This is an optimization exercise on Yosys and OpenROAD, whose aim is small area, a short achievable clock period and few clock cycles per item, not a production implementation. RTL that was checked went through simulation tests only; none was proved equivalent to the original. The RTL of run 1 was laid out without a check of its function.

===== design/flow/config.mk =====
export PLATFORM = sky130hd
export DESIGN_NAME = complex_div
export DESIGN_NICKNAME = complex_div
export VERILOG_FILES = /design/flow/design.v
export SDC_FILE = /design/flow/constraint.sdc
export NUM_CORES = 4
export LEC_CHECK = 0
export CAP_MARGIN = 20
export CORE_MARGIN = 2
export CORE_UTILIZATION = 40
export SETUP_SLACK_MARGIN = 2.8
export SLEW_MARGIN = 20

===== design/flow/constraint.sdc =====
create_clock -name core_clock -period 7.0 [get_ports {clk}]
set_input_delay 1.4000 -clock core_clock [delete_from_list [all_inputs] [get_ports {clk}]]
set_output_delay 1.4000 -clock core_clock [all_outputs]
set_load 0.01 [all_outputs]

===== design/flow/design.v =====
package sdft_pkg;
  function automatic int prod_w(input int in_w);
    prod_w = 2 * in_w + 1;
  endfunction
  function automatic int iter_n(input int in_w, input int fr_w);
    iter_n = in_w + fr_w;
  endfunction
endpackage
module serial_udiv #(parameter int rem_w = 15, parameter int out_w = 15, parameter int d_w = 16) (
  input  logic [rem_w-1:0] rem, input logic xbit, input logic [d_w-1:0] divisor,
  output logic [out_w-1:0] rem_o, output logic take);
  localparam int sw = (rem_w + 1 > d_w) ? rem_w + 1 : d_w;
  localparam int TOPS = (sw > 16) ? 16 : (sw > 8) ? 8 : (sw > 4) ? 4 : (sw > 2) ? 2 : 1;
  logic [sw-1:0] sh, dv, diff, g, p, gg, pp;
  always_comb begin
    sh = sw'({rem, xbit}); dv = sw'(divisor);
    g = ~sh & dv;
    p = ~(sh ^ dv);
    gg = g; pp = p;
    for (int s = 1; s < sw; s = s * 2)
      for (int i = 2*s-1; i < sw; i += 2*s) begin
        gg[i] = gg[i] | (pp[i] & gg[i-s]);
        pp[i] = pp[i] & pp[i-s];
      end
    for (int s = TOPS; s >= 1; s = s / 2)
      for (int i = 3*s-1; i < sw; i += 2*s) begin
        gg[i] = gg[i] | (pp[i] & gg[i-s]);
        pp[i] = pp[i] & pp[i-s];
      end
    diff[0] = sh[0] ^ dv[0];
    for (int i = 1; i < sw; i++) diff[i] = sh[i] ^ dv[i] ^ gg[i-1];
    take = !gg[sw-1];
    rem_o = take ? diff[out_w-1:0] : sh[out_w-1:0];
  end
endmodule
module cd_front (
  input  logic [7:0]  ar,
  input  logic [7:0]  ai,
  input  logic [7:0]  br,
  input  logic [7:0]  bi,
  input  logic [3:0]  br_one,
  input  logic [3:0]  br_two,
  input  logic [3:0]  br_neg,
  input  logic [3:0]  bi_one,
  input  logic [3:0]  bi_two,
  input  logic [3:0]  bi_neg,
  output logic [16:0] nr_x,
  output logic [16:0] nr_y,
  output logic [16:0] nr_z,
  output logic [16:0] ni_x,
  output logic [16:0] ni_y,
  output logic [16:0] ni_z,
  output logic [15:0] d_x,
  output logic [15:0] d_y,
  output logic [15:0] d_z
);
  wire r1 = (((br_one[0] & ar[0]) | (br_two[0] & 1'b0))) ^ br_neg[0];
  wire r2 = (((br_one[0] & ar[1]) | (br_two[0] & ar[0]))) ^ br_neg[0];
  wire r3 = (((br_one[0] & ar[2]) | (br_two[0] & ar[1]))) ^ br_neg[0];
  wire r4 = (((br_one[0] & ar[3]) | (br_two[0] & ar[2]))) ^ br_neg[0];
  wire r5 = (((br_one[0] & ar[4]) | (br_two[0] & ar[3]))) ^ br_neg[0];
  wire r6 = (((br_one[0] & ar[5]) | (br_two[0] & ar[4]))) ^ br_neg[0];
  wire r7 = (((br_one[0] & ar[6]) | (br_two[0] & ar[5]))) ^ br_neg[0];
  wire r8 = (((br_one[0] & ar[7]) | (br_two[0] & ar[6]))) ^ br_neg[0];
  wire r9 = (((br_one[0] & ar[7]) | (br_two[0] & ar[7]))) ^ br_neg[0];
  wire r10 = (((br_one[0] & ar[7]) | (br_two[0] & ar[7]))) ^ br_neg[0];
  wire nr11 = ~r10;
  wire r12 = (((br_one[1] & ar[0]) | (br_two[1] & 1'b0))) ^ br_neg[1];
  wire r13 = (((br_one[1] & ar[1]) | (br_two[1] & ar[0]))) ^ br_neg[1];
  wire r14 = (((br_one[1] & ar[2]) | (br_two[1] & ar[1]))) ^ br_neg[1];
  wire r15 = (((br_one[1] & ar[3]) | (br_two[1] & ar[2]))) ^ br_neg[1];
  wire r16 = (((br_one[1] & ar[4]) | (br_two[1] & ar[3]))) ^ br_neg[1];
  wire r17 = (((br_one[1] & ar[5]) | (br_two[1] & ar[4]))) ^ br_neg[1];
  wire r18 = (((br_one[1] & ar[6]) | (br_two[1] & ar[5]))) ^ br_neg[1];
  wire r19 = (((br_one[1] & ar[7]) | (br_two[1] & ar[6]))) ^ br_neg[1];
  wire r20 = (((br_one[1] & ar[7]) | (br_two[1] & ar[7]))) ^ br_neg[1];
  wire r21 = (((br_one[1] & ar[7]) | (br_two[1] & ar[7]))) ^ br_neg[1];
  wire nr22 = ~r21;
  wire r23 = (((br_one[2] & ar[0]) | (br_two[2] & 1'b0))) ^ br_neg[2];
  wire r24 = (((br_one[2] & ar[1]) | (br_two[2] & ar[0]))) ^ br_neg[2];
  wire r25 = (((br_one[2] & ar[2]) | (br_two[2] & ar[1]))) ^ br_neg[2];
  wire r26 = (((br_one[2] & ar[3]) | (br_two[2] & ar[2]))) ^ br_neg[2];
  wire r27 = (((br_one[2] & ar[4]) | (br_two[2] & ar[3]))) ^ br_neg[2];
  wire r28 = (((br_one[2] & ar[5]) | (br_two[2] & ar[4]))) ^ br_neg[2];
  wire r29 = (((br_one[2] & ar[6]) | (br_two[2] & ar[5]))) ^ br_neg[2];
  wire r30 = (((br_one[2] & ar[7]) | (br_two[2] & ar[6]))) ^ br_neg[2];
  wire r31 = (((br_one[2] & ar[7]) | (br_two[2] & ar[7]))) ^ br_neg[2];
  wire r32 = (((br_one[2] & ar[7]) | (br_two[2] & ar[7]))) ^ br_neg[2];
  wire nr33 = ~r32;
  wire r34 = (((br_one[3] & ar[0]) | (br_two[3] & 1'b0))) ^ br_neg[3];
  wire r35 = (((br_one[3] & ar[1]) | (br_two[3] & ar[0]))) ^ br_neg[3];
  wire r36 = (((br_one[3] & ar[2]) | (br_two[3] & ar[1]))) ^ br_neg[3];
  wire r37 = (((br_one[3] & ar[3]) | (br_two[3] & ar[2]))) ^ br_neg[3];
  wire r38 = (((br_one[3] & ar[4]) | (br_two[3] & ar[3]))) ^ br_neg[3];
  wire r39 = (((br_one[3] & ar[5]) | (br_two[3] & ar[4]))) ^ br_neg[3];
  wire r40 = (((br_one[3] & ar[6]) | (br_two[3] & ar[5]))) ^ br_neg[3];
  wire r41 = (((br_one[3] & ar[7]) | (br_two[3] & ar[6]))) ^ br_neg[3];
  wire r42 = (((br_one[3] & ar[7]) | (br_two[3] & ar[7]))) ^ br_neg[3];
  wire r43 = (((br_one[3] & ar[7]) | (br_two[3] & ar[7]))) ^ br_neg[3];
  wire nr44 = ~r43;
  wire r45 = (((bi_one[0] & ai[0]) | (bi_two[0] & 1'b0))) ^ bi_neg[0];
  wire r46 = (((bi_one[0] & ai[1]) | (bi_two[0] & ai[0]))) ^ bi_neg[0];
  wire r47 = (((bi_one[0] & ai[2]) | (bi_two[0] & ai[1]))) ^ bi_neg[0];
  wire r48 = (((bi_one[0] & ai[3]) | (bi_two[0] & ai[2]))) ^ bi_neg[0];
  wire r49 = (((bi_one[0] & ai[4]) | (bi_two[0] & ai[3]))) ^ bi_neg[0];
  wire r50 = (((bi_one[0] & ai[5]) | (bi_two[0] & ai[4]))) ^ bi_neg[0];
  wire r51 = (((bi_one[0] & ai[6]) | (bi_two[0] & ai[5]))) ^ bi_neg[0];
  wire r52 = (((bi_one[0] & ai[7]) | (bi_two[0] & ai[6]))) ^ bi_neg[0];
  wire r53 = (((bi_one[0] & ai[7]) | (bi_two[0] & ai[7]))) ^ bi_neg[0];
  wire r54 = (((bi_one[0] & ai[7]) | (bi_two[0] & ai[7]))) ^ bi_neg[0];
  wire nr55 = ~r54;
  wire r56 = (((bi_one[1] & ai[0]) | (bi_two[1] & 1'b0))) ^ bi_neg[1];
  wire r57 = (((bi_one[1] & ai[1]) | (bi_two[1] & ai[0]))) ^ bi_neg[1];
  wire r58 = (((bi_one[1] & ai[2]) | (bi_two[1] & ai[1]))) ^ bi_neg[1];
  wire r59 = (((bi_one[1] & ai[3]) | (bi_two[1] & ai[2]))) ^ bi_neg[1];
  wire r60 = (((bi_one[1] & ai[4]) | (bi_two[1] & ai[3]))) ^ bi_neg[1];
  wire r61 = (((bi_one[1] & ai[5]) | (bi_two[1] & ai[4]))) ^ bi_neg[1];
  wire r62 = (((bi_one[1] & ai[6]) | (bi_two[1] & ai[5]))) ^ bi_neg[1];
  wire r63 = (((bi_one[1] & ai[7]) | (bi_two[1] & ai[6]))) ^ bi_neg[1];
  wire r64 = (((bi_one[1] & ai[7]) | (bi_two[1] & ai[7]))) ^ bi_neg[1];
  wire r65 = (((bi_one[1] & ai[7]) | (bi_two[1] & ai[7]))) ^ bi_neg[1];
  wire nr66 = ~r65;
  wire r67 = (((bi_one[2] & ai[0]) | (bi_two[2] & 1'b0))) ^ bi_neg[2];
  wire r68 = (((bi_one[2] & ai[1]) | (bi_two[2] & ai[0]))) ^ bi_neg[2];
  wire r69 = (((bi_one[2] & ai[2]) | (bi_two[2] & ai[1]))) ^ bi_neg[2];
  wire r70 = (((bi_one[2] & ai[3]) | (bi_two[2] & ai[2]))) ^ bi_neg[2];
  wire r71 = (((bi_one[2] & ai[4]) | (bi_two[2] & ai[3]))) ^ bi_neg[2];
  wire r72 = (((bi_one[2] & ai[5]) | (bi_two[2] & ai[4]))) ^ bi_neg[2];
  wire r73 = (((bi_one[2] & ai[6]) | (bi_two[2] & ai[5]))) ^ bi_neg[2];
  wire r74 = (((bi_one[2] & ai[7]) | (bi_two[2] & ai[6]))) ^ bi_neg[2];
  wire r75 = (((bi_one[2] & ai[7]) | (bi_two[2] & ai[7]))) ^ bi_neg[2];
  wire r76 = (((bi_one[2] & ai[7]) | (bi_two[2] & ai[7]))) ^ bi_neg[2];
  wire nr77 = ~r76;
  wire r78 = (((bi_one[3] & ai[0]) | (bi_two[3] & 1'b0))) ^ bi_neg[3];
  wire r79 = (((bi_one[3] & ai[1]) | (bi_two[3] & ai[0]))) ^ bi_neg[3];
  wire r80 = (((bi_one[3] & ai[2]) | (bi_two[3] & ai[1]))) ^ bi_neg[3];
  wire r81 = (((bi_one[3] & ai[3]) | (bi_two[3] & ai[2]))) ^ bi_neg[3];
  wire r82 = (((bi_one[3] & ai[4]) | (bi_two[3] & ai[3]))) ^ bi_neg[3];
  wire r83 = (((bi_one[3] & ai[5]) | (bi_two[3] & ai[4]))) ^ bi_neg[3];
  wire r84 = (((bi_one[3] & ai[6]) | (bi_two[3] & ai[5]))) ^ bi_neg[3];
  wire r85 = (((bi_one[3] & ai[7]) | (bi_two[3] & ai[6]))) ^ bi_neg[3];
  wire r86 = (((bi_one[3] & ai[7]) | (bi_two[3] & ai[7]))) ^ bi_neg[3];
  wire r87 = (((bi_one[3] & ai[7]) | (bi_two[3] & ai[7]))) ^ bi_neg[3];
  wire nr88 = ~r87;
  wire e89 = br_neg[3] ^ bi_neg[3];
  wire e90 = br_neg[3] & bi_neg[3];
  wire s91 = r5 ^ r14 ^ r23;
  wire c92 = (r5 & r14) | (r5 & r23) | (r14 & r23);
  wire s93 = r6 ^ r15;
  wire c94 = r6 & r15;
  wire s95 = r7 ^ r16 ^ r25;
  wire c96 = (r7 & r16) | (r7 & r25) | (r16 & r25);
  wire s97 = r34 ^ r51 ^ r60;
  wire c98 = (r34 & r51) | (r34 & r60) | (r51 & r60);
  wire s99 = r8 ^ r17 ^ r26;
  wire c100 = (r8 & r17) | (r8 & r26) | (r17 & r26);
  wire s101 = r35 ^ r52 ^ r61;
  wire c102 = (r35 & r52) | (r35 & r61) | (r52 & r61);
  wire s103 = r70 ^ r79;
  wire c104 = r70 & r79;
  wire s105 = r9 ^ r18 ^ r27;
  wire c106 = (r9 & r18) | (r9 & r27) | (r18 & r27);
  wire s107 = r36 ^ r53 ^ r62;
  wire c108 = (r36 & r53) | (r36 & r62) | (r53 & r62);
  wire s109 = r71 ^ r80;
  wire c110 = r71 & r80;
  wire s111 = nr11 ^ r19 ^ r28;
  wire c112 = (nr11 & r19) | (nr11 & r28) | (r19 & r28);
  wire s113 = r37 ^ nr55 ^ r63;
  wire c114 = (r37 & nr55) | (r37 & r63) | (nr55 & r63);
  wire s115 = r72 ^ r81;
  wire c116 = r72 & r81;
  wire s117 = r20 ^ r29 ^ r38;
  wire c118 = (r20 & r29) | (r20 & r38) | (r29 & r38);
  wire s119 = r64 ^ r73 ^ r82;
  wire c120 = (r64 & r73) | (r64 & r82) | (r73 & r82);
  wire s121 = nr22 ^ r30 ^ r39;
  wire c122 = (nr22 & r30) | (nr22 & r39) | (r30 & r39);
  wire s123 = nr66 ^ r74;
  wire c124 = nr66 & r74;
  wire s125 = r3 ^ r12 ^ br_neg[1];
  wire c126 = (r3 & r12) | (r3 & br_neg[1]) | (r12 & br_neg[1]);
  wire s127 = r4 ^ r13;
  wire c128 = r4 & r13;
  wire s129 = s91 ^ br_neg[2] ^ r49;
  wire c130 = (s91 & br_neg[2]) | (s91 & r49) | (br_neg[2] & r49);
  wire s131 = r58 ^ r67;
  wire c132 = r58 & r67;
  wire s133 = c92 ^ s93 ^ r24;
  wire c134 = (c92 & s93) | (c92 & r24) | (s93 & r24);
  wire s135 = r50 ^ r59 ^ r68;
  wire c136 = (r50 & r59) | (r50 & r68) | (r59 & r68);
  wire s137 = c94 ^ s95 ^ s97;
  wire c138 = (c94 & s95) | (c94 & s97) | (s95 & s97);
  wire s139 = r69 ^ r78 ^ e89;
  wire c140 = (r69 & r78) | (r69 & e89) | (r78 & e89);
  wire s141 = c96 ^ c98 ^ s99;
  wire c142 = (c96 & c98) | (c96 & s99) | (c98 & s99);
  wire s143 = s101 ^ s103 ^ e90;
  wire c144 = (s101 & s103) | (s101 & e90) | (s103 & e90);
  wire s145 = c100 ^ c102 ^ c104;
  wire c146 = (c100 & c102) | (c100 & c104) | (c102 & c104);
  wire s147 = s105 ^ s107 ^ s109;
  wire c148 = (s105 & s107) | (s105 & s109) | (s107 & s109);
  wire s149 = c106 ^ c108 ^ c110;
  wire c150 = (c106 & c108) | (c106 & c110) | (c108 & c110);
  wire s151 = s111 ^ s113 ^ s115;
  wire c152 = (s111 & s113) | (s111 & s115) | (s113 & s115);
  wire s153 = c112 ^ c114 ^ c116;
  wire c154 = (c112 & c114) | (c112 & c116) | (c114 & c116);
  wire s155 = s117 ^ s119 ^ 1'b1;
  wire c156 = (s117 & s119) | (s117 & 1'b1) | (s119 & 1'b1);
  wire s157 = c118 ^ c120 ^ s121;
  wire c158 = (c118 & c120) | (c118 & s121) | (c120 & s121);
  wire s159 = s123 ^ r83 ^ 1'b1;
  wire c160 = (s123 & r83) | (s123 & 1'b1) | (r83 & 1'b1);
  wire s161 = c122 ^ c124 ^ r31;
  wire c162 = (c122 & c124) | (c122 & r31) | (c124 & r31);
  wire s163 = r40 ^ r75 ^ r84;
  wire c164 = (r40 & r75) | (r40 & r84) | (r75 & r84);
  wire s165 = nr33 ^ r41 ^ nr77;
  wire c166 = (nr33 & r41) | (nr33 & nr77) | (r41 & nr77);
  wire s167 = r85 ^ 1'b1;
  wire c168 = r85 & 1'b1;
  wire s169 = r1 ^ br_neg[0];
  wire c170 = r1 & br_neg[0];
  wire s171 = s125 ^ r47;
  wire c172 = s125 & r47;
  wire s173 = c126 ^ s127 ^ r48;
  wire c174 = (c126 & s127) | (c126 & r48) | (s127 & r48);
  wire s175 = c128 ^ s129 ^ s131;
  wire c176 = (c128 & s129) | (c128 & s131) | (s129 & s131);
  wire s177 = c130 ^ c132 ^ s133;
  wire c178 = (c130 & c132) | (c130 & s133) | (c132 & s133);
  wire s179 = c134 ^ c136 ^ s137;
  wire c180 = (c134 & c136) | (c134 & s137) | (c136 & s137);
  wire s181 = c138 ^ c140 ^ s141;
  wire c182 = (c138 & c140) | (c138 & s141) | (c140 & s141);
  wire s183 = c142 ^ c144 ^ s145;
  wire c184 = (c142 & c144) | (c142 & s145) | (c144 & s145);
  wire s185 = c146 ^ c148 ^ s149;
  wire c186 = (c146 & c148) | (c146 & s149) | (c148 & s149);
  wire s187 = c150 ^ c152 ^ s153;
  wire c188 = (c150 & c152) | (c150 & s153) | (c152 & s153);
  wire s189 = c154 ^ c156 ^ s157;
  wire c190 = (c154 & c156) | (c154 & s157) | (c156 & s157);
  wire s191 = c158 ^ c160 ^ s161;
  wire c192 = (c158 & c160) | (c158 & s161) | (c160 & s161);
  wire s193 = c162 ^ c164 ^ s165;
  wire c194 = (c162 & c164) | (c162 & s165) | (c164 & s165);
  wire s195 = c166 ^ c168 ^ r42;
  wire c196 = (c166 & c168) | (c166 & r42) | (c168 & r42);
  wire s197 = nr44 ^ nr88;
  wire c198 = nr44 & nr88;
  assign nr_x = {c198, c196, c194, c192, c190, c188, c186, c184, c182, c180, c178, c176, c174, c172, s171, c170, s169};
  assign nr_y = {1'b0, s197, s195, s193, s191, s189, s187, s185, s183, s181, s179, s177, s175, s173, r56, r2, r45};
  assign nr_z = {1'b0, 1'b1, r86, s167, s163, s159, s155, s151, s147, s143, s139, s135, bi_neg[2], r57, bi_neg[1], r46, bi_neg[0]};
  wire r199 = (((br_one[0] & ai[0]) | (br_two[0] & 1'b0))) ^ br_neg[0];
  wire r200 = (((br_one[0] & ai[1]) | (br_two[0] & ai[0]))) ^ br_neg[0];
  wire r201 = (((br_one[0] & ai[2]) | (br_two[0] & ai[1]))) ^ br_neg[0];
  wire r202 = (((br_one[0] & ai[3]) | (br_two[0] & ai[2]))) ^ br_neg[0];
  wire r203 = (((br_one[0] & ai[4]) | (br_two[0] & ai[3]))) ^ br_neg[0];
  wire r204 = (((br_one[0] & ai[5]) | (br_two[0] & ai[4]))) ^ br_neg[0];
  wire r205 = (((br_one[0] & ai[6]) | (br_two[0] & ai[5]))) ^ br_neg[0];
  wire r206 = (((br_one[0] & ai[7]) | (br_two[0] & ai[6]))) ^ br_neg[0];
  wire r207 = (((br_one[0] & ai[7]) | (br_two[0] & ai[7]))) ^ br_neg[0];
  wire r208 = (((br_one[0] & ai[7]) | (br_two[0] & ai[7]))) ^ br_neg[0];
  wire nr209 = ~r208;
  wire r210 = (((br_one[1] & ai[0]) | (br_two[1] & 1'b0))) ^ br_neg[1];
  wire r211 = (((br_one[1] & ai[1]) | (br_two[1] & ai[0]))) ^ br_neg[1];
  wire r212 = (((br_one[1] & ai[2]) | (br_two[1] & ai[1]))) ^ br_neg[1];
  wire r213 = (((br_one[1] & ai[3]) | (br_two[1] & ai[2]))) ^ br_neg[1];
  wire r214 = (((br_one[1] & ai[4]) | (br_two[1] & ai[3]))) ^ br_neg[1];
  wire r215 = (((br_one[1] & ai[5]) | (br_two[1] & ai[4]))) ^ br_neg[1];
  wire r216 = (((br_one[1] & ai[6]) | (br_two[1] & ai[5]))) ^ br_neg[1];
  wire r217 = (((br_one[1] & ai[7]) | (br_two[1] & ai[6]))) ^ br_neg[1];
  wire r218 = (((br_one[1] & ai[7]) | (br_two[1] & ai[7]))) ^ br_neg[1];
  wire r219 = (((br_one[1] & ai[7]) | (br_two[1] & ai[7]))) ^ br_neg[1];
  wire nr220 = ~r219;
  wire r221 = (((br_one[2] & ai[0]) | (br_two[2] & 1'b0))) ^ br_neg[2];
  wire r222 = (((br_one[2] & ai[1]) | (br_two[2] & ai[0]))) ^ br_neg[2];
  wire r223 = (((br_one[2] & ai[2]) | (br_two[2] & ai[1]))) ^ br_neg[2];
  wire r224 = (((br_one[2] & ai[3]) | (br_two[2] & ai[2]))) ^ br_neg[2];
  wire r225 = (((br_one[2] & ai[4]) | (br_two[2] & ai[3]))) ^ br_neg[2];
  wire r226 = (((br_one[2] & ai[5]) | (br_two[2] & ai[4]))) ^ br_neg[2];
  wire r227 = (((br_one[2] & ai[6]) | (br_two[2] & ai[5]))) ^ br_neg[2];
  wire r228 = (((br_one[2] & ai[7]) | (br_two[2] & ai[6]))) ^ br_neg[2];
  wire r229 = (((br_one[2] & ai[7]) | (br_two[2] & ai[7]))) ^ br_neg[2];
  wire r230 = (((br_one[2] & ai[7]) | (br_two[2] & ai[7]))) ^ br_neg[2];
  wire nr231 = ~r230;
  wire r232 = (((br_one[3] & ai[0]) | (br_two[3] & 1'b0))) ^ br_neg[3];
  wire r233 = (((br_one[3] & ai[1]) | (br_two[3] & ai[0]))) ^ br_neg[3];
  wire r234 = (((br_one[3] & ai[2]) | (br_two[3] & ai[1]))) ^ br_neg[3];
  wire r235 = (((br_one[3] & ai[3]) | (br_two[3] & ai[2]))) ^ br_neg[3];
  wire r236 = (((br_one[3] & ai[4]) | (br_two[3] & ai[3]))) ^ br_neg[3];
  wire r237 = (((br_one[3] & ai[5]) | (br_two[3] & ai[4]))) ^ br_neg[3];
  wire r238 = (((br_one[3] & ai[6]) | (br_two[3] & ai[5]))) ^ br_neg[3];
  wire r239 = (((br_one[3] & ai[7]) | (br_two[3] & ai[6]))) ^ br_neg[3];
  wire r240 = (((br_one[3] & ai[7]) | (br_two[3] & ai[7]))) ^ br_neg[3];
  wire r241 = (((br_one[3] & ai[7]) | (br_two[3] & ai[7]))) ^ br_neg[3];
  wire nr242 = ~r241;
  wire ng243 = ~bi_neg[0] & (bi_one[0] | bi_two[0]);
  wire r244 = (((bi_one[0] & ar[0]) | (bi_two[0] & 1'b0))) ^ ng243;
  wire r245 = (((bi_one[0] & ar[1]) | (bi_two[0] & ar[0]))) ^ ng243;
  wire r246 = (((bi_one[0] & ar[2]) | (bi_two[0] & ar[1]))) ^ ng243;
  wire r247 = (((bi_one[0] & ar[3]) | (bi_two[0] & ar[2]))) ^ ng243;
  wire r248 = (((bi_one[0] & ar[4]) | (bi_two[0] & ar[3]))) ^ ng243;
  wire r249 = (((bi_one[0] & ar[5]) | (bi_two[0] & ar[4]))) ^ ng243;
  wire r250 = (((bi_one[0] & ar[6]) | (bi_two[0] & ar[5]))) ^ ng243;
  wire r251 = (((bi_one[0] & ar[7]) | (bi_two[0] & ar[6]))) ^ ng243;
  wire r252 = (((bi_one[0] & ar[7]) | (bi_two[0] & ar[7]))) ^ ng243;
  wire r253 = (((bi_one[0] & ar[7]) | (bi_two[0] & ar[7]))) ^ ng243;
  wire nr254 = ~r253;
  wire ng255 = ~bi_neg[1] & (bi_one[1] | bi_two[1]);
  wire r256 = (((bi_one[1] & ar[0]) | (bi_two[1] & 1'b0))) ^ ng255;
  wire r257 = (((bi_one[1] & ar[1]) | (bi_two[1] & ar[0]))) ^ ng255;
  wire r258 = (((bi_one[1] & ar[2]) | (bi_two[1] & ar[1]))) ^ ng255;
  wire r259 = (((bi_one[1] & ar[3]) | (bi_two[1] & ar[2]))) ^ ng255;
  wire r260 = (((bi_one[1] & ar[4]) | (bi_two[1] & ar[3]))) ^ ng255;
  wire r261 = (((bi_one[1] & ar[5]) | (bi_two[1] & ar[4]))) ^ ng255;
  wire r262 = (((bi_one[1] & ar[6]) | (bi_two[1] & ar[5]))) ^ ng255;
  wire r263 = (((bi_one[1] & ar[7]) | (bi_two[1] & ar[6]))) ^ ng255;
  wire r264 = (((bi_one[1] & ar[7]) | (bi_two[1] & ar[7]))) ^ ng255;
  wire r265 = (((bi_one[1] & ar[7]) | (bi_two[1] & ar[7]))) ^ ng255;
  wire nr266 = ~r265;
  wire ng267 = ~bi_neg[2] & (bi_one[2] | bi_two[2]);
  wire r268 = (((bi_one[2] & ar[0]) | (bi_two[2] & 1'b0))) ^ ng267;
  wire r269 = (((bi_one[2] & ar[1]) | (bi_two[2] & ar[0]))) ^ ng267;
  wire r270 = (((bi_one[2] & ar[2]) | (bi_two[2] & ar[1]))) ^ ng267;
  wire r271 = (((bi_one[2] & ar[3]) | (bi_two[2] & ar[2]))) ^ ng267;
  wire r272 = (((bi_one[2] & ar[4]) | (bi_two[2] & ar[3]))) ^ ng267;
  wire r273 = (((bi_one[2] & ar[5]) | (bi_two[2] & ar[4]))) ^ ng267;
  wire r274 = (((bi_one[2] & ar[6]) | (bi_two[2] & ar[5]))) ^ ng267;
  wire r275 = (((bi_one[2] & ar[7]) | (bi_two[2] & ar[6]))) ^ ng267;
  wire r276 = (((bi_one[2] & ar[7]) | (bi_two[2] & ar[7]))) ^ ng267;
  wire r277 = (((bi_one[2] & ar[7]) | (bi_two[2] & ar[7]))) ^ ng267;
  wire nr278 = ~r277;
  wire ng279 = ~bi_neg[3] & (bi_one[3] | bi_two[3]);
  wire r280 = (((bi_one[3] & ar[0]) | (bi_two[3] & 1'b0))) ^ ng279;
  wire r281 = (((bi_one[3] & ar[1]) | (bi_two[3] & ar[0]))) ^ ng279;
  wire r282 = (((bi_one[3] & ar[2]) | (bi_two[3] & ar[1]))) ^ ng279;
  wire r283 = (((bi_one[3] & ar[3]) | (bi_two[3] & ar[2]))) ^ ng279;
  wire r284 = (((bi_one[3] & ar[4]) | (bi_two[3] & ar[3]))) ^ ng279;
  wire r285 = (((bi_one[3] & ar[5]) | (bi_two[3] & ar[4]))) ^ ng279;
  wire r286 = (((bi_one[3] & ar[6]) | (bi_two[3] & ar[5]))) ^ ng279;
  wire r287 = (((bi_one[3] & ar[7]) | (bi_two[3] & ar[6]))) ^ ng279;
  wire r288 = (((bi_one[3] & ar[7]) | (bi_two[3] & ar[7]))) ^ ng279;
  wire r289 = (((bi_one[3] & ar[7]) | (bi_two[3] & ar[7]))) ^ ng279;
  wire nr290 = ~r289;
  wire e291 = br_neg[3] ^ ng279;
  wire e292 = br_neg[3] & ng279;
  wire s293 = r203 ^ r212 ^ r221;
  wire c294 = (r203 & r212) | (r203 & r221) | (r212 & r221);
  wire s295 = r204 ^ r213;
  wire c296 = r204 & r213;
  wire s297 = r205 ^ r214 ^ r223;
  wire c298 = (r205 & r214) | (r205 & r223) | (r214 & r223);
  wire s299 = r232 ^ r250 ^ r260;
  wire c300 = (r232 & r250) | (r232 & r260) | (r250 & r260);
  wire s301 = r206 ^ r215 ^ r224;
  wire c302 = (r206 & r215) | (r206 & r224) | (r215 & r224);
  wire s303 = r233 ^ r251 ^ r261;
  wire c304 = (r233 & r251) | (r233 & r261) | (r251 & r261);
  wire s305 = r271 ^ r281;
  wire c306 = r271 & r281;
  wire s307 = r207 ^ r216 ^ r225;
  wire c308 = (r207 & r216) | (r207 & r225) | (r216 & r225);
  wire s309 = r234 ^ r252 ^ r262;
  wire c310 = (r234 & r252) | (r234 & r262) | (r252 & r262);
  wire s311 = r272 ^ r282;
  wire c312 = r272 & r282;
  wire s313 = nr209 ^ r217 ^ r226;
  wire c314 = (nr209 & r217) | (nr209 & r226) | (r217 & r226);
  wire s315 = r235 ^ nr254 ^ r263;
  wire c316 = (r235 & nr254) | (r235 & r263) | (nr254 & r263);
  wire s317 = r273 ^ r283;
  wire c318 = r273 & r283;
  wire s319 = r218 ^ r227 ^ r236;
  wire c320 = (r218 & r227) | (r218 & r236) | (r227 & r236);
  wire s321 = r264 ^ r274 ^ r284;
  wire c322 = (r264 & r274) | (r264 & r284) | (r274 & r284);
  wire s323 = nr220 ^ r228 ^ r237;
  wire c324 = (nr220 & r228) | (nr220 & r237) | (r228 & r237);
  wire s325 = nr266 ^ r275;
  wire c326 = nr266 & r275;
  wire s327 = r201 ^ r210 ^ br_neg[1];
  wire c328 = (r201 & r210) | (r201 & br_neg[1]) | (r210 & br_neg[1]);
  wire s329 = r202 ^ r211;
  wire c330 = r202 & r211;
  wire s331 = s293 ^ br_neg[2] ^ r248;
  wire c332 = (s293 & br_neg[2]) | (s293 & r248) | (br_neg[2] & r248);
  wire s333 = r258 ^ r268;
  wire c334 = r258 & r268;
  wire s335 = c294 ^ s295 ^ r222;
  wire c336 = (c294 & s295) | (c294 & r222) | (s295 & r222);
  wire s337 = r249 ^ r259 ^ r269;
  wire c338 = (r249 & r259) | (r249 & r269) | (r259 & r269);
  wire s339 = c296 ^ s297 ^ s299;
  wire c340 = (c296 & s297) | (c296 & s299) | (s297 & s299);
  wire s341 = r270 ^ r280 ^ e291;
  wire c342 = (r270 & r280) | (r270 & e291) | (r280 & e291);
  wire s343 = c298 ^ c300 ^ s301;
  wire c344 = (c298 & c300) | (c298 & s301) | (c300 & s301);
  wire s345 = s303 ^ s305 ^ e292;
  wire c346 = (s303 & s305) | (s303 & e292) | (s305 & e292);
  wire s347 = c302 ^ c304 ^ c306;
  wire c348 = (c302 & c304) | (c302 & c306) | (c304 & c306);
  wire s349 = s307 ^ s309 ^ s311;
  wire c350 = (s307 & s309) | (s307 & s311) | (s309 & s311);
  wire s351 = c308 ^ c310 ^ c312;
  wire c352 = (c308 & c310) | (c308 & c312) | (c310 & c312);
  wire s353 = s313 ^ s315 ^ s317;
  wire c354 = (s313 & s315) | (s313 & s317) | (s315 & s317);
  wire s355 = c314 ^ c316 ^ c318;
  wire c356 = (c314 & c316) | (c314 & c318) | (c316 & c318);
  wire s357 = s319 ^ s321 ^ 1'b1;
  wire c358 = (s319 & s321) | (s319 & 1'b1) | (s321 & 1'b1);
  wire s359 = c320 ^ c322 ^ s323;
  wire c360 = (c320 & c322) | (c320 & s323) | (c322 & s323);
  wire s361 = s325 ^ r285 ^ 1'b1;
  wire c362 = (s325 & r285) | (s325 & 1'b1) | (r285 & 1'b1);
  wire s363 = c324 ^ c326 ^ r229;
  wire c364 = (c324 & c326) | (c324 & r229) | (c326 & r229);
  wire s365 = r238 ^ r276 ^ r286;
  wire c366 = (r238 & r276) | (r238 & r286) | (r276 & r286);
  wire s367 = nr231 ^ r239 ^ nr278;
  wire c368 = (nr231 & r239) | (nr231 & nr278) | (r239 & nr278);
  wire s369 = r287 ^ 1'b1;
  wire c370 = r287 & 1'b1;
  wire s371 = r199 ^ br_neg[0];
  wire c372 = r199 & br_neg[0];
  wire s373 = s327 ^ r246;
  wire c374 = s327 & r246;
  wire s375 = c328 ^ s329 ^ r247;
  wire c376 = (c328 & s329) | (c328 & r247) | (s329 & r247);
  wire s377 = c330 ^ s331 ^ s333;
  wire c378 = (c330 & s331) | (c330 & s333) | (s331 & s333);
  wire s379 = c332 ^ c334 ^ s335;
  wire c380 = (c332 & c334) | (c332 & s335) | (c334 & s335);
  wire s381 = c336 ^ c338 ^ s339;
  wire c382 = (c336 & c338) | (c336 & s339) | (c338 & s339);
  wire s383 = c340 ^ c342 ^ s343;
  wire c384 = (c340 & c342) | (c340 & s343) | (c342 & s343);
  wire s385 = c344 ^ c346 ^ s347;
  wire c386 = (c344 & c346) | (c344 & s347) | (c346 & s347);
  wire s387 = c348 ^ c350 ^ s351;
  wire c388 = (c348 & c350) | (c348 & s351) | (c350 & s351);
  wire s389 = c352 ^ c354 ^ s355;
  wire c390 = (c352 & c354) | (c352 & s355) | (c354 & s355);
  wire s391 = c356 ^ c358 ^ s359;
  wire c392 = (c356 & c358) | (c356 & s359) | (c358 & s359);
  wire s393 = c360 ^ c362 ^ s363;
  wire c394 = (c360 & c362) | (c360 & s363) | (c362 & s363);
  wire s395 = c364 ^ c366 ^ s367;
  wire c396 = (c364 & c366) | (c364 & s367) | (c366 & s367);
  wire s397 = c368 ^ c370 ^ r240;
  wire c398 = (c368 & c370) | (c368 & r240) | (c370 & r240);
  wire s399 = nr242 ^ nr290;
  wire c400 = nr242 & nr290;
  assign ni_x = {c400, c398, c396, c394, c392, c390, c388, c386, c384, c382, c380, c378, c376, c374, s373, c372, s371};
  assign ni_y = {1'b0, s399, s397, s395, s393, s391, s389, s387, s385, s383, s381, s379, s377, s375, r256, r200, r244};
  assign ni_z = {1'b0, 1'b1, r288, s369, s365, s361, s357, s353, s349, s345, s341, s337, ng267, r257, ng255, r245, ng243};
  wire sq401 = br[0] & br[1];
  wire sq402 = br[0] & br[2];
  wire sq403 = br[0] & br[3];
  wire sq404 = br[0] & br[4];
  wire sq405 = br[0] & br[5];
  wire sq406 = br[0] & br[6];
  wire sq407 = br[0] & br[7];
  wire nq408 = ~sq407;
  wire sq409 = br[1] & br[2];
  wire sq410 = br[1] & br[3];
  wire sq411 = br[1] & br[4];
  wire sq412 = br[1] & br[5];
  wire sq413 = br[1] & br[6];
  wire sq414 = br[1] & br[7];
  wire nq415 = ~sq414;
  wire sq416 = br[2] & br[3];
  wire sq417 = br[2] & br[4];
  wire sq418 = br[2] & br[5];
  wire sq419 = br[2] & br[6];
  wire sq420 = br[2] & br[7];
  wire nq421 = ~sq420;
  wire sq422 = br[3] & br[4];
  wire sq423 = br[3] & br[5];
  wire sq424 = br[3] & br[6];
  wire sq425 = br[3] & br[7];
  wire nq426 = ~sq425;
  wire sq427 = br[4] & br[5];
  wire sq428 = br[4] & br[6];
  wire sq429 = br[4] & br[7];
  wire nq430 = ~sq429;
  wire sq431 = br[5] & br[6];
  wire sq432 = br[5] & br[7];
  wire nq433 = ~sq432;
  wire sq434 = br[6] & br[7];
  wire nq435 = ~sq434;
  wire sq436 = bi[0] & bi[1];
  wire sq437 = bi[0] & bi[2];
  wire sq438 = bi[0] & bi[3];
  wire sq439 = bi[0] & bi[4];
  wire sq440 = bi[0] & bi[5];
  wire sq441 = bi[0] & bi[6];
  wire sq442 = bi[0] & bi[7];
  wire nq443 = ~sq442;
  wire sq444 = bi[1] & bi[2];
  wire sq445 = bi[1] & bi[3];
  wire sq446 = bi[1] & bi[4];
  wire sq447 = bi[1] & bi[5];
  wire sq448 = bi[1] & bi[6];
  wire sq449 = bi[1] & bi[7];
  wire nq450 = ~sq449;
  wire sq451 = bi[2] & bi[3];
  wire sq452 = bi[2] & bi[4];
  wire sq453 = bi[2] & bi[5];
  wire sq454 = bi[2] & bi[6];
  wire sq455 = bi[2] & bi[7];
  wire nq456 = ~sq455;
  wire sq457 = bi[3] & bi[4];
  wire sq458 = bi[3] & bi[5];
  wire sq459 = bi[3] & bi[6];
  wire sq460 = bi[3] & bi[7];
  wire nq461 = ~sq460;
  wire sq462 = bi[4] & bi[5];
  wire sq463 = bi[4] & bi[6];
  wire sq464 = bi[4] & bi[7];
  wire nq465 = ~sq464;
  wire sq466 = bi[5] & bi[6];
  wire sq467 = bi[5] & bi[7];
  wire nq468 = ~sq467;
  wire sq469 = bi[6] & bi[7];
  wire nq470 = ~sq469;
  wire e471 = br[4] ^ bi[4];
  wire e472 = br[4] & bi[4];
  wire s473 = sq405 ^ sq411 ^ sq416;
  wire c474 = (sq405 & sq411) | (sq405 & sq416) | (sq411 & sq416);
  wire s475 = sq406 ^ sq412;
  wire c476 = sq406 & sq412;
  wire s477 = nq408 ^ sq413 ^ sq418;
  wire c478 = (nq408 & sq413) | (nq408 & sq418) | (sq413 & sq418);
  wire s479 = sq422 ^ nq443 ^ sq448;
  wire c480 = (sq422 & nq443) | (sq422 & sq448) | (nq443 & sq448);
  wire s481 = nq415 ^ sq419 ^ sq423;
  wire c482 = (nq415 & sq419) | (nq415 & sq423) | (sq419 & sq423);
  wire s483 = nq450 ^ sq454 ^ sq458;
  wire c484 = (nq450 & sq454) | (nq450 & sq458) | (sq454 & sq458);
  wire s485 = nq421 ^ sq424 ^ sq427;
  wire c486 = (nq421 & sq424) | (nq421 & sq427) | (sq424 & sq427);
  wire s487 = br[5] ^ nq456 ^ sq459;
  wire c488 = (br[5] & nq456) | (br[5] & sq459) | (nq456 & sq459);
  wire s489 = sq403 ^ sq409 ^ br[2];
  wire c490 = (sq403 & sq409) | (sq403 & br[2]) | (sq409 & br[2]);
  wire s491 = sq404 ^ sq410;
  wire c492 = sq404 & sq410;
  wire s493 = s473 ^ br[3] ^ sq440;
  wire c494 = (s473 & br[3]) | (s473 & sq440) | (br[3] & sq440);
  wire s495 = sq446 ^ sq451;
  wire c496 = sq446 & sq451;
  wire s497 = c474 ^ s475 ^ sq417;
  wire c498 = (c474 & s475) | (c474 & sq417) | (s475 & sq417);
  wire s499 = sq441 ^ sq447 ^ sq452;
  wire c500 = (sq441 & sq447) | (sq441 & sq452) | (sq447 & sq452);
  wire s501 = c476 ^ s477 ^ s479;
  wire c502 = (c476 & s477) | (c476 & s479) | (s477 & s479);
  wire s503 = sq453 ^ sq457 ^ e471;
  wire c504 = (sq453 & sq457) | (sq453 & e471) | (sq457 & e471);
  wire s505 = c478 ^ c480 ^ s481;
  wire c506 = (c478 & c480) | (c478 & s481) | (c480 & s481);
  wire s507 = s483 ^ 1'b1 ^ e472;
  wire c508 = (s483 & 1'b1) | (s483 & e472) | (1'b1 & e472);
  wire s509 = c482 ^ c484 ^ s485;
  wire c510 = (c482 & c484) | (c482 & s485) | (c484 & s485);
  wire s511 = s487 ^ sq462 ^ bi[5];
  wire c512 = (s487 & sq462) | (s487 & bi[5]) | (sq462 & bi[5]);
  wire s513 = c486 ^ c488 ^ nq426;
  wire c514 = (c486 & c488) | (c486 & nq426) | (c488 & nq426);
  wire s515 = sq428 ^ nq461 ^ sq463;
  wire c516 = (sq428 & nq461) | (sq428 & sq463) | (nq461 & sq463);
  wire s517 = nq430 ^ sq431 ^ br[6];
  wire c518 = (nq430 & sq431) | (nq430 & br[6]) | (sq431 & br[6]);
  wire s519 = nq465 ^ sq466 ^ bi[6];
  wire c520 = (nq465 & sq466) | (nq465 & bi[6]) | (sq466 & bi[6]);
  wire s521 = sq401 ^ br[1];
  wire c522 = sq401 & br[1];
  wire s523 = s489 ^ sq438;
  wire c524 = s489 & sq438;
  wire s525 = c490 ^ s491 ^ sq439;
  wire c526 = (c490 & s491) | (c490 & sq439) | (s491 & sq439);
  wire s527 = c492 ^ s493 ^ s495;
  wire c528 = (c492 & s493) | (c492 & s495) | (s493 & s495);
  wire s529 = c494 ^ c496 ^ s497;
  wire c530 = (c494 & c496) | (c494 & s497) | (c496 & s497);
  wire s531 = c498 ^ c500 ^ s501;
  wire c532 = (c498 & c500) | (c498 & s501) | (c500 & s501);
  wire s533 = c502 ^ c504 ^ s505;
  wire c534 = (c502 & c504) | (c502 & s505) | (c504 & s505);
  wire s535 = c506 ^ c508 ^ s509;
  wire c536 = (c506 & c508) | (c506 & s509) | (c508 & s509);
  wire s537 = c510 ^ c512 ^ s513;
  wire c538 = (c510 & c512) | (c510 & s513) | (c512 & s513);
  wire s539 = c514 ^ c516 ^ s517;
  wire c540 = (c514 & c516) | (c514 & s517) | (c516 & s517);
  wire s541 = c518 ^ c520 ^ nq433;
  wire c542 = (c518 & c520) | (c518 & nq433) | (c520 & nq433);
  wire s543 = nq435 ^ br[7] ^ nq470;
  wire c544 = (nq435 & br[7]) | (nq435 & nq470) | (br[7] & nq470);
  assign d_x = {c544, c542, c540, c538, c536, c534, c532, c530, c528, c526, c524, s523, c522, s521, 1'b0, br[0]};
  assign d_y = {1'b0, s543, s541, s539, s537, s535, s533, s531, s529, s527, s525, sq444, sq402, sq436, 1'b0, bi[0]};
  assign d_z = {1'b0, bi[7], nq468, s519, s515, s511, s507, s503, s499, bi[3], sq445, bi[2], sq437, bi[1], 1'b0, 1'b0};
endmodule
module complex_div #(
  parameter int data_in_w  = 8,
  parameter int data_out_w = 16,
  parameter int frac_w     = 8
) (
  input  logic                         clk,
  input  logic                         reset_n,
  input  logic signed [data_in_w-1:0]  a_real,
  input  logic signed [data_in_w-1:0]  a_imag,
  input  logic signed [data_in_w-1:0]  b_real,
  input  logic signed [data_in_w-1:0]  b_imag,
  input  logic                         in_valid,
  output logic                         in_ready,
  output logic signed [data_out_w-1:0] out_real,
  output logic signed [data_out_w-1:0] out_imag,
  output logic                         out_valid,
  input  logic                         out_ready,
  output logic                         div_zero,
  output logic                         sat
);
  localparam int NS = 16;    
  localparam int DW = 16;    
  localparam int SPS = 2;    
  localparam int NT = NS / SPS;  
  logic          adv;                
  logic [NT+3:0] vld;                
  logic          kv;                 
  logic          push, pop, o_free;
  assign in_ready = adv;
  logic [7:0] ar0, ai0, br0, bi0;
  logic [3:0] br_one, br_two, br_neg, bi_one, bi_two, bi_neg;
  function automatic logic [11:0] booth(input logic [7:0] b);
    logic [3:0] o, t, n;
    logic       b2, b1, b0;
    for (int k = 0; k < 4; k++) begin
      b2   = b[2*k+1];
      b1   = b[2*k];
      b0   = (k == 0) ? 1'b0 : b[2*k-1];
      o[k] = b1 ^ b0;
      t[k] = (b2 & ~b1 & ~b0) | (~b2 & b1 & b0);
      n[k] = b2 & ~(b1 & b0);
    end
    booth = {o, t, n};
  endfunction
  logic [16:0] nr_x, nr_y, nr_z, ni_x, ni_y, ni_z;
  logic [15:0] d_x, d_y, d_z;
  logic [16:0] nr_x1, nr_y1, nr_z1, ni_x1, ni_y1, ni_z1;
  logic [15:0] d_x1, d_y1, d_z1;
  logic        dz1;
  cd_front u_front (
    .ar(ar0), .ai(ai0), .br(br0), .bi(bi0),
    .br_one(br_one), .br_two(br_two), .br_neg(br_neg),
    .bi_one(bi_one), .bi_two(bi_two), .bi_neg(bi_neg),
    .nr_x(nr_x), .nr_y(nr_y), .nr_z(nr_z),
    .ni_x(ni_x), .ni_y(ni_y), .ni_z(ni_z),
    .d_x(d_x), .d_y(d_y), .d_z(d_z)
  );
  always_ff @(posedge clk) begin
    if (adv) begin
      ar0   <= a_real;
      ai0   <= a_imag;
      br0   <= b_real;
      bi0   <= b_imag;
      {br_one, br_two, br_neg} <= booth(b_real);
      {bi_one, bi_two, bi_neg} <= booth(b_imag);
      nr_x1 <= nr_x;
      nr_y1 <= nr_y;
      nr_z1 <= nr_z;
      ni_x1 <= ni_x;
      ni_y1 <= ni_y;
      ni_z1 <= ni_z;
      d_x1  <= d_x;
      d_y1  <= d_y;
      d_z1  <= d_z;
      dz1   <= (br0 == 8'd0) && (bi0 == 8'd0);
    end
  end
  logic [NS:0][14:0] rem_r, rem_i;    
  logic [NS:0][15:0] dq_r, dq_i;      
  logic [NS:0][15:0] den;
  logic [NS:0]       ng_r, ng_i, dz;
  function automatic logic [16:0] mag3(input logic [16:0] x, input logic [16:0] y, input logic [16:0] z);
    logic [16:0] p, n;
    p    = x + y + z;
    n    = ~x + ~y + ~z + 17'd3;
    mag3 = {p[16], p[16] ? n[15:0] : p[15:0]};
  endfunction
  logic [15:0] nm_r_c, nm_i_c, d_c;
  logic        ng_r_c, ng_i_c;
  assign {ng_r_c, nm_r_c} = mag3(nr_x1, nr_y1, nr_z1);
  assign {ng_i_c, nm_i_c} = mag3(ni_x1, ni_y1, ni_z1);
  assign d_c = d_x1 + d_y1 + d_z1;
  logic [15:0] nm_r2, nm_i2, d2;
  logic        ng_r2, ng_i2, dz2;
  always_ff @(posedge clk) begin
    if (adv) begin
      nm_r2 <= nm_r_c;
      nm_i2 <= nm_i_c;
      d2    <= d_c;
      ng_r2 <= ng_r_c;
      ng_i2 <= ng_i_c;
      dz2   <= dz1;
    end
  end
  assign rem_r[0] = 15'(nm_r2[15:8]);
  assign rem_i[0] = 15'(nm_i2[15:8]);
  assign dq_r[0]  = {nm_r2[7:0], 8'b0};
  assign dq_i[0]  = {nm_i2[7:0], 8'b0};
  assign den[0]   = d2;
  assign ng_r[0]  = ng_r2;
  assign ng_i[0]  = ng_i2;
  assign dz[0]    = dz2;
  for (genvar j = 1; j <= NS; j++) begin : g_step
    localparam int WI = (8 + j - 1 < 15) ? 8 + j - 1 : 15;    
    localparam int WO = (8 + j < 15) ? 8 + j : 15;            
    localparam int XQ = (j < 8) ? 8 : j;                       
    localparam bit REG = (j % SPS == 0) || (j == NS);
    logic [WO-1:0] nrem_r, nrem_i;
    logic          tk_r, tk_i;
    logic [15:0]   ndq_r, ndq_i;
    serial_udiv #(.rem_w(WI), .out_w(WO), .d_w(DW)) u_r (
      .rem(rem_r[j-1][WI-1:0]), .xbit(dq_r[j-1][15]), .divisor(den[j-1]),
      .rem_o(nrem_r), .take(tk_r));
    serial_udiv #(.rem_w(WI), .out_w(WO), .d_w(DW)) u_i (
      .rem(rem_i[j-1][WI-1:0]), .xbit(dq_i[j-1][15]), .divisor(den[j-1]),
      .rem_o(nrem_i), .take(tk_i));
    assign ndq_r = {dq_r[j-1][14:0], tk_r};
    assign ndq_i = {dq_i[j-1][14:0], tk_i};
    if (REG) begin : g_reg
      logic [XQ-1:0] xq_r, xq_i;
      logic          g_r, g_i, z;
      always_ff @(posedge clk) begin
        if (adv) begin
          g_r <= ng_r[j-1];
          g_i <= ng_i[j-1];
          z   <= dz[j-1];
        end
      end
      if (j < 8) begin : g_x
        always_ff @(posedge clk) begin
          if (adv) begin
            xq_r <= {ndq_r[15:8+j], ndq_r[j-1:0]};
            xq_i <= {ndq_i[15:8+j], ndq_i[j-1:0]};
          end
        end
        assign dq_r[j] = {xq_r[7:j], 8'b0, xq_r[j-1:0]};
        assign dq_i[j] = {xq_i[7:j], 8'b0, xq_i[j-1:0]};
      end else begin : g_q
        always_ff @(posedge clk) begin
          if (adv) begin
            xq_r <= ndq_r[j-1:0];
            xq_i <= ndq_i[j-1:0];
          end
        end
        assign dq_r[j] = 16'(xq_r);
        assign dq_i[j] = 16'(xq_i);
      end
      if (j < NS) begin : g_rem
        logic [WO-1:0] rr, ri;
        logic [15:0]   dd;
        always_ff @(posedge clk) begin
          if (adv) begin
            rr <= nrem_r;
            ri <= nrem_i;
            dd <= den[j-1];
          end
        end
        assign rem_r[j] = 15'(rr);
        assign rem_i[j] = 15'(ri);
        assign den[j]   = dd;
      end else begin : g_last
        assign rem_r[j] = '0;
        assign rem_i[j] = '0;
        assign den[j]   = '0;
      end
      assign ng_r[j] = g_r;
      assign ng_i[j] = g_i;
      assign dz[j]   = z;
    end else begin : g_comb
      assign rem_r[j] = 15'(nrem_r);
      assign rem_i[j] = 15'(nrem_i);
      assign dq_r[j]  = ndq_r;
      assign dq_i[j]  = ndq_i;
      assign den[j]   = den[j-1];
      assign ng_r[j]  = ng_r[j-1];
      assign ng_i[j]  = ng_i[j-1];
      assign dz[j]    = dz[j-1];
    end
  end
  function automatic logic [16:0] clamp(input logic neg, input logic zero, input logic [15:0] q);
    logic [15:0] v;
    logic        s;
    if (zero) begin
      v = 16'd0;
      s = 1'b0;
    end else if (q[15]) begin
      v = neg ? 16'h8000 : 16'h7fff;
      s = !neg || (q[14:0] != 15'd0);
    end else begin
      v = neg ? -q : q;
      s = 1'b0;
    end
    clamp = {s, v};
  endfunction
  logic [15:0] res_r, res_i;
  logic        st_r, st_i;
  assign {st_r, res_r} = clamp(ng_r[NS], dz[NS], dq_r[NS]);
  assign {st_i, res_i} = clamp(ng_i[NS], dz[NS], dq_i[NS]);
  logic [15:0] k_real, k_imag;
  logic        k_dz, k_sat;
  assign push   = adv && vld[NT+2];
  assign pop    = out_valid && out_ready;
  assign o_free = !out_valid || out_ready;
  always_ff @(posedge clk) begin
    if (adv) begin
      k_real <= res_r;
      k_imag <= res_i;
      k_dz   <= dz[NS];
      k_sat  <= st_r || st_i;
    end
    if (o_free) begin
      out_real <= kv ? k_real : res_r;
      out_imag <= kv ? k_imag : res_i;
      div_zero <= kv ? k_dz   : dz[NS];
      sat      <= kv ? k_sat  : (st_r || st_i);
    end
  end
  logic kv_n;
  always_comb begin
    if (o_free) kv_n = kv && push;
    else        kv_n = kv || push;
  end
  always_ff @(posedge clk or negedge reset_n) begin
    if (!reset_n) begin
      adv       <= 1'b0;
      vld       <= '0;
      kv        <= 1'b0;
      out_valid <= 1'b0;
    end else begin
      if (adv) vld <= {vld[NT+2:0], in_valid};
      kv        <= kv_n;
      out_valid <= o_free ? (kv || push) : 1'b1;
      adv       <= !kv_n;
    end
  end
endmodule

===== design/flow/run.sh =====
#!/bin/bash
# synth_recipe.tcl (not shown) runs the flow's synth.tcl, then flattens the netlist and writes it again
# the make line also repeats each setting of config.mk as NAME=value (left out here)
make -C /OpenROAD-flow-scripts/flow DESIGN_CONFIG=/design/flow/config.mk WORK_HOME=/design/flow/orfs CLKGATE_MAP_FILE= SYNTH_SCRIPT=/design/flow/synth_recipe.tcl finish

==> results.toml, run 1 <==
[outcome]
outcome = "finished clean"

[sta]
period_share = 0.715
fin_skew_ps = 32.5
clock.fmax_mhz = 200
fin_crit_ps = 5010
fin_tns_setup_ps = 0
hold_violations = 0
finalSetupViolCount = 0
worst_slew_pin_slew_ps = 1160
slew_violations = 0
rsz0062_at_grt = "yes"
relSlewSlack = 0.226

[cts]
clock_latency_ps = 710
htree_levels = 3
path_clk_slew_ps = 60
cts_tree = "done"
clock-sinks = 819
cts.hold.buffers_added = 0
root_buffer = "clkbuf_16"
cts_buffers = 91
ctsLongestPathBuffers = 3

[synth]
yosysTopAreaCell = "edfxtp_1"
yosys_warnings = 9
synth_ff_type = "edfxtp_1"
synth_seq_cells = 819
netlist_instances = 5247
yosysUniqueCellTypes = 90
synth_edf_count = 805
synth.avg_cell_area_um2 = 11.4
yosysTopAreaCellShare = 0.406
synth_area_um2 = 59600
netlist_top_cells_area = "edfxtp_1 (41%), fa_1 (12%), ha_1 (12%), inv_1 (4.4%), xnor2_1 (3.5%)"
ys_async_sr_fraction = 0.0171
syn-num-nets = 6203
synth_seq_area_share = 0.411

[worst_setup_path]
arrival_ps = 5470
path_cells = "buf_6, fa_2, a211oi_2, o21bai_1, a21o_1, a21o_1, a21oi_2, fa_2, a21oi_4, ha_4, a21o_1, a21o_1, a21oi_2, o31ai_4, o41ai_2, buf_4, nor2_4, a211oi_4, buf_4, buf_6, buf_16, mux2_4"
cp_common_cell = "a21o_1"
rr_worst_depth = 22
cp_max_fo = 4
start_kind = "flip-flop"
critPathSlowestCell = "fa_2"
crit_required_ps = 7470
critPathTopFamily = "compound AO/OA/AOI/OAI gates"
r2r_setup_slack_ps = 1990
setup.worst_path.end_class = "flip-flop"
r2r_start = "g_step[12].g_reg.g_rem.dd[1]$_DFFE_PP_"
slowest_delay_ps = 480
worstSetupPathType = "reg -> reg"
r2r-end = "g_step[14].g_reg.g_rem.ri[12]$_DFFE_PP_"
worst-path-buf-inv = 5

[place]
placed_cells = 7123
gp_congestion = 0.831
placed_area_um2 = 62900
io_buffers = 71
hpwl_um = 100000

[floorplanning]
core_area_um2 = 148000
dieHeight_um = 390
die-width_um = 390
ios = 72
dieArea_um2 = 152000
start_util = 0.403
core.rowCount = 141

[layout]
stdcell_area_um2 = 72800
final_nets = 6724
area_growth_pct = 22.2
layout.cells.non_filler = 7770
drive_above_1_share = 0.215

[min_path]
min-delay-start = "g_step[8].g_reg.xq_i[0]$_DFFE_PP_"
min_path_type = "reg -> reg"
hold_depth = 0
hold_path_end = "g_step[10].g_reg.xq_i[2]$_DFFE_PP_"

[drt]
viasPerCell = 5.26
vias = 40847
drc = 0
drt.antenna.violating_nets = 0
avgRoutedWirePerCell_um = 18.9
wirelength_um = 147000
drt_iter0_markers = 2244
first_pass_iters = 5

[global_route]
grt_max_degree = 164
overflow = 0
grt_pass1_wl_um = 230000
grt_use_total = 0.192
antenna_found_initial = 3
grt_pass1_vias = 42590

[flow_run]
max_cap_viol_count = 0
[cells in the mapped netlist (all sizes together) (49+ instances only)]
cell type,number
clkbuf,142
nand2b,49
nor3,69
mux2i,166
a21o,141
nor2b,51
xor2,131
mux2,108
nand2,244
and2,50
o21ai,204
a22oi,103
a21oi,328
edfxtp,805
inv,695
fa,361
xnor2,235
nor2,284
ha,559
[repair_timing]
item | 4_1_cts | 5_1_grt
pin swaps | 208 | 184
endpoints found under the setup margin | 210 | 215
resized for setup | 488 | 242
cloned | 20 | 0
hold endpoints to repair | 0 | 0
buffers inserted | 335 | 127
[flip-flops by register name (all words and copies together) (netlist names), 17 cells and up]
signal                 flops
g_step.g_reg.xq_r         84
nr_x1                     17
ni_x1                     17
g_step.g_reg.g_rem.dd    112
g_step.g_reg.g_rem.ri     96
g_step.g_reg.g_rem.rr     96
g_step.g_reg.xq_i         84
[cells in the final DEF (no fill, tap or decap), types with 131 or more instances in the layout]
cell type,Yosys,layout
edfxtp_1,805,805
inv_1,695,653
ha_1,559,516
buf_4,6,382
fa_1,361,320
nor2_1,284,252
a21oi_1,325,242
nand2_1,244,236
xnor2_1,235,225
a21o_1,141,140
mux2i_1,166,140
xor2_1,131,131
[per-stage QoR]
stage	hold slack, ps	utilization	setup slack (ps)
finish	404	0.493	1990
detailed placement	405	0.425	751
global placement	400	0.425	818
global route	420	0.493	1760
CTS	396	0.479	1990
floorplan	400	-	236
[cells by family (layout without fill, tap and decap cells)]
| group | Yosys count | after routing | synth area share |
|---|---|---|---|
| flops | 819 | 819 | 0.411 |
| simple gates | 915 | 915 | 0.0731 |
| fa+ha+maj | 926 | 926 | 0.240 |
| xor+xnor | 366 | 366 | 0.0538 |
| other cells | 0 | 2 | 0 |
| mux | 274 | 274 | 0.0484 |
| buf+inv | 872 | 1452 | 0.0559 |
| compound gates | 1075 | 1086 | 0.118 |
[metal layers]
| layer | global-route usage | vias to the layer above | routed length, µm |
|---|---|---|---|
| li1 | - | 19576 | - |
| met1 | 0.228 | 20107 | 59400 |
| met2 | 0.343 | 868 | 75100 |
| met3 | 0.0295 | 296 | 6250 |
| met4 | 0.0794 | 0 | 5910 |
| met5 | 0 | - | 0 |
[cell type report]
cell class	count	area, µm²
Multi-Input combinational cell	3567	34800
Inverter	696	2650
Clock buffer	109	2340
Antenna cell	2	5.00
Timing Repair Buffer	593	5570
Clock inverter	54	556
Fill cell	12919	75000
Tap cell	1930	2410
Sequential cell	819	24500
[how the worst max path moves through the flow]
stage | start | to | slack, ps | cells after the start
2_1_floorplan | adv$_DFF_PN0_ | in_ready | 240 | 0
3_3_place_gp | g_step[8].g_reg.g_rem.dd[2]$_DFFE_PP_ | g_step[10].g_reg.g_rem.ri[10]$_DFFE_PP_ | 820 | 13
3_5_place_dp | g_step[8].g_reg.g_rem.dd[2]$_DFFE_PP_ | g_step[10].g_reg.g_rem.ri[8]$_DFFE_PP_ | 750 | 13
4_1_cts | nm_r2[7]$_DFFE_PP_ | g_step[2].g_reg.g_rem.rr[6]$_DFFE_PP_ | 1990 | 24
5_1_grt | nm_r2[7]$_DFFE_PP_ | g_step[2].g_reg.g_rem.rr[6]$_DFFE_PP_ | 1760 | 24
6_report | g_step[12].g_reg.g_rem.dd[1]$_DFFE_PP_ | g_step[14].g_reg.g_rem.ri[12]$_DFFE_PP_ | 1990 | 22
==> run 2: changes to the inputs <==
--- a/design/flow/design.v
+++ b/design/flow/design.v
@@ -632,3 +632,3 @@
   localparam int DW = 16;    
-  localparam int SPS = 2;    
+  localparam int SPS = 1;    
   localparam int NT = NS / SPS;  
--- a/design/flow/config.mk
+++ b/design/flow/config.mk
@@ -10,3 +10,3 @@
 export CORE_UTILIZATION = 40
-export SETUP_SLACK_MARGIN = 2.8
+export SETUP_SLACK_MARGIN = 3.8
 export SLEW_MARGIN = 20
==> results.toml, run 2 <==
[place]
gp_congestion = 0.823
dp_slack_ps = 2880
hpwl_um = 101000
io_buffers = 71

[synth]
yosys_warnings = 9
yosysUniqueCellTypes = 73
ys_async_sr_fraction = 0.0162
synth-xor-area-share = 0.0410
yosysMostFrequentCell = "edfxtp_1"
synth_area_um2 = 75400
netlist_instances = 5623
synth_seq_cells = 1355
synth_ff_type = "edfxtp_1"
synth_fa_ha_area_frac = 0.185
synth.avg_cell_area_um2 = 13.4
synth_edf_count = 1333
synth-simple-area-share = 0.0539
synth_top_family_by_area = "adder cells"
synth_commonest_cells = "edfxtp_1 (1,333), inv_1 (693), ha_1 (559)"
synth_compound_area_frac = 0.0895
synthMuxAreaShare = 0.0495
yosysTopAreaCellShare = 0.531
synth_seq_area_share = 0.538
yosysTopAreaCell = "edfxtp_1"
syn-num-nets = 6567
netlist_top_cells_area = "edfxtp_1 (53%), ha_1 (9.3%), fa_1 (9.3%), mux2i_1 (4.1%), inv_1 (3.4%)"

[cts]
cts.hold.buffers_added = 0
cts_buffers = 151
path_clk_slew_ps = 60
root_buffer = "clkbuf_16"
cts_tree = "done"
clock-sinks = 1355
htree_levels = 4
ctsLongestPathBuffers = 3
clock_latency_ps = 800

[floorplanning]
dieHeight_um = 438
ios = 72
die-width_um = 438
core_area_um2 = 188000
core.rowCount = 159
start_util = 0.402
dieArea_um2 = 192000

[outcome]
outcome = "finished clean"

[worst_setup_path]
setup.worst_path.end_class = "flip-flop"
worst-path-buf-inv = 3
crit_required_ps = 7540
start_kind = "flip-flop"
cp.depth = 13
rr_worst_depth = 13
critPathTopFamily = "compound AO/OA/AOI/OAI gates"
cp_common_cell = "buf_6"
slowest_delay_ps = 620
worstSetupPathType = "reg -> reg"
critPathSlowestCell = "fa_2"
path_cells = "fa_2, buf_6, ha_4, a211oi_4, o21ai_2, a31oi_1, buf_4, a21oi_4, a221o_1, a21oi_2, xnor2_2, buf_6, mux2_2"
arrival_ps = 3990
cp_max_fo = 5

[drt]
drc = 0
viasPerCell = 5.03
drt_iter0_markers = 2298
avgRoutedWirePerCell_um = 17.2
first_pass_iters = 5
vias = 43062
wirelength_um = 147000
drt.antenna.violating_nets = 0

[global_route]
antenna_found_initial = 5
grt_pass1_wl_um = 234000
overflow = 0
met1_usage = 0.165
use_met3 = 0.0256
grt_use_total = 0.152
gr-usage-met2 = 0.292
grt_pass1_vias = 44846
grt_max_degree = 176
gr-max-usage-layer = "met2"

[layout]
largest_reg_flops = 240
drive_above_1_share = 0.136
final_cell_mix = "edfxtp_1 (1,333), inv_1 (682), ha_1 (532), fa_1 (315), mux2i_1 (307)"
area_growth_pct = 16.2
top_register = "g_step.g_reg.g_rem.dd"
layout_commonest_cell = "edfxtp_1"
reg_top3 = "g_step.g_reg.g_rem.dd: 240 flops, g_step.g_reg.g_rem.ri: 204 flops, g_step.g_reg.g_rem.rr: 204 flops"
final_nets = 6891

[sta]
finalSetupViolCount = 0
relSlewSlack = 0.297
rsz0062_at_grt = "yes"
period_share = 0.494
setup_ws_ps = 3540
slew_violations = 0
fin_tns_setup_ps = 0
fin_skew_ps = 35.8
worst_slew_pin_slew_ps = 1050
fin_crit_ps = 3460
hold_violations = 0
clock.fmax_mhz = 289

[flow_run]
max_cap_viol_count = 0

[min_path]
hold_depth = 0
min_path_type = "reg -> reg"
[run 2: kinds of logic (layout without fill, tap and decap cells)]
kind of cell,count (synthesis),in the layout
AOI/OAI and AO/OA,984,987
xor gates and xnor gates,353,353
adders and majority gates,908,908
buffers and inverters,851,1287
DFF,1355,1355
muxes,366,366
other,0,2
and+or+nand+nor,806,806
[run 2: timing repair]
action	CTS	global route
gates cloned	7	3
setup endpoints to repair	742	422
resized for setup	239	175
endpoints found under the hold margin	0	0
pin swaps	116	131
buffers inserted	97	100
[run 2: area by class of cell]
type / instances / area (µm²)
fill: 16486 / 100000
sequential: 1355 / 40600
multi-input combinational: 3420 / 33300
clock buffer: 178 / 3900
timing repair buffer: 326 / 3150
tap: 2495 / 3120
inverter: 693 / 2600
clock inverter: 90 / 958
antenna: 2 / 5.00
[run 2: metrics by stage]
stage	area [µm²]	instances	hold slack [ps]	util
4_1_cts	86000	8454	388	0.458
6_report	87600	8559	399	0.467
3_3_place_gp	79100	8082	401	0.422
3_5_place_dp	79100	8082	405	0.422
5_1_grt	87600	8558	410	0.467
2_1_floorplan	75400	5623	400	-
[run 2: per-layer routing]
metal / vias up / wire length [µm]
li1: 20905 / -
met1: 21178 / 55800
met2: 711 / 81300
met3: 268 / 5530
met4: 0 / 4450
met5: - / 0
[run 2: worst paths after layout]
path	start	to	slack [ps]
worst max register to register	nr_x1[2]$_DFFE_PP_	nm_r2[11]$_DFFE_PP_	3540
worst min-delay path	g_step[12].g_reg.xq_i[3]$_DFFE_PP_	g_step[13].g_reg.xq_i[4]$_DFFE_PP_	400
min in group asynchronous	reset_n	vld[12]$_DFFE_PN0P_	1160
max in group asynchronous	reset_n	adv$_DFF_PN0_	5140
worst min register to register	g_step[12].g_reg.xq_i[3]$_DFFE_PP_	g_step[13].g_reg.xq_i[4]$_DFFE_PP_	400
worst max-delay path	nr_x1[2]$_DFFE_PP_	nm_r2[11]$_DFFE_PP_	3540
Testbench counts of run 2, summed over its fixed seeds: cycles 3,368, items 3,200.

==> afterwards: timing with drivers on the ports <==
Ports are ideal in the flow. The routed layouts listed here were re-timed in OpenROAD. Step 1 (the two cells are an assumption about what drives the block):
set clk [get_ports {clk}]
set_driving_cell -lib_cell sky130_fd_sc_hd__clkbuf_16 $clk
set_driving_cell -lib_cell sky130_fd_sc_hd__buf_2 [delete_from_list [all_inputs] $clk]
Step 2 also shifts input and output timing later by t, the mid clock arrival at the registers, as if the neighbouring blocks saw the same clock. Slacks: ideal / step 1 / step 2; pairs: ideal / step 1.
run | t (ns) | setup slack, ns | latest minus earliest clock arrival (ns) | worst data-port slew with drivers (ns)
run 1 | 0.778 | 1.994 / 1.994 / 1.994 | 0.034 / 0.034 | 0.07
run 2 | 0.859 | 3.542 / 3.542 / 3.542 | 0.043 / 0.043 | 0.04
After both steps setup and hold are still met in every run listed.
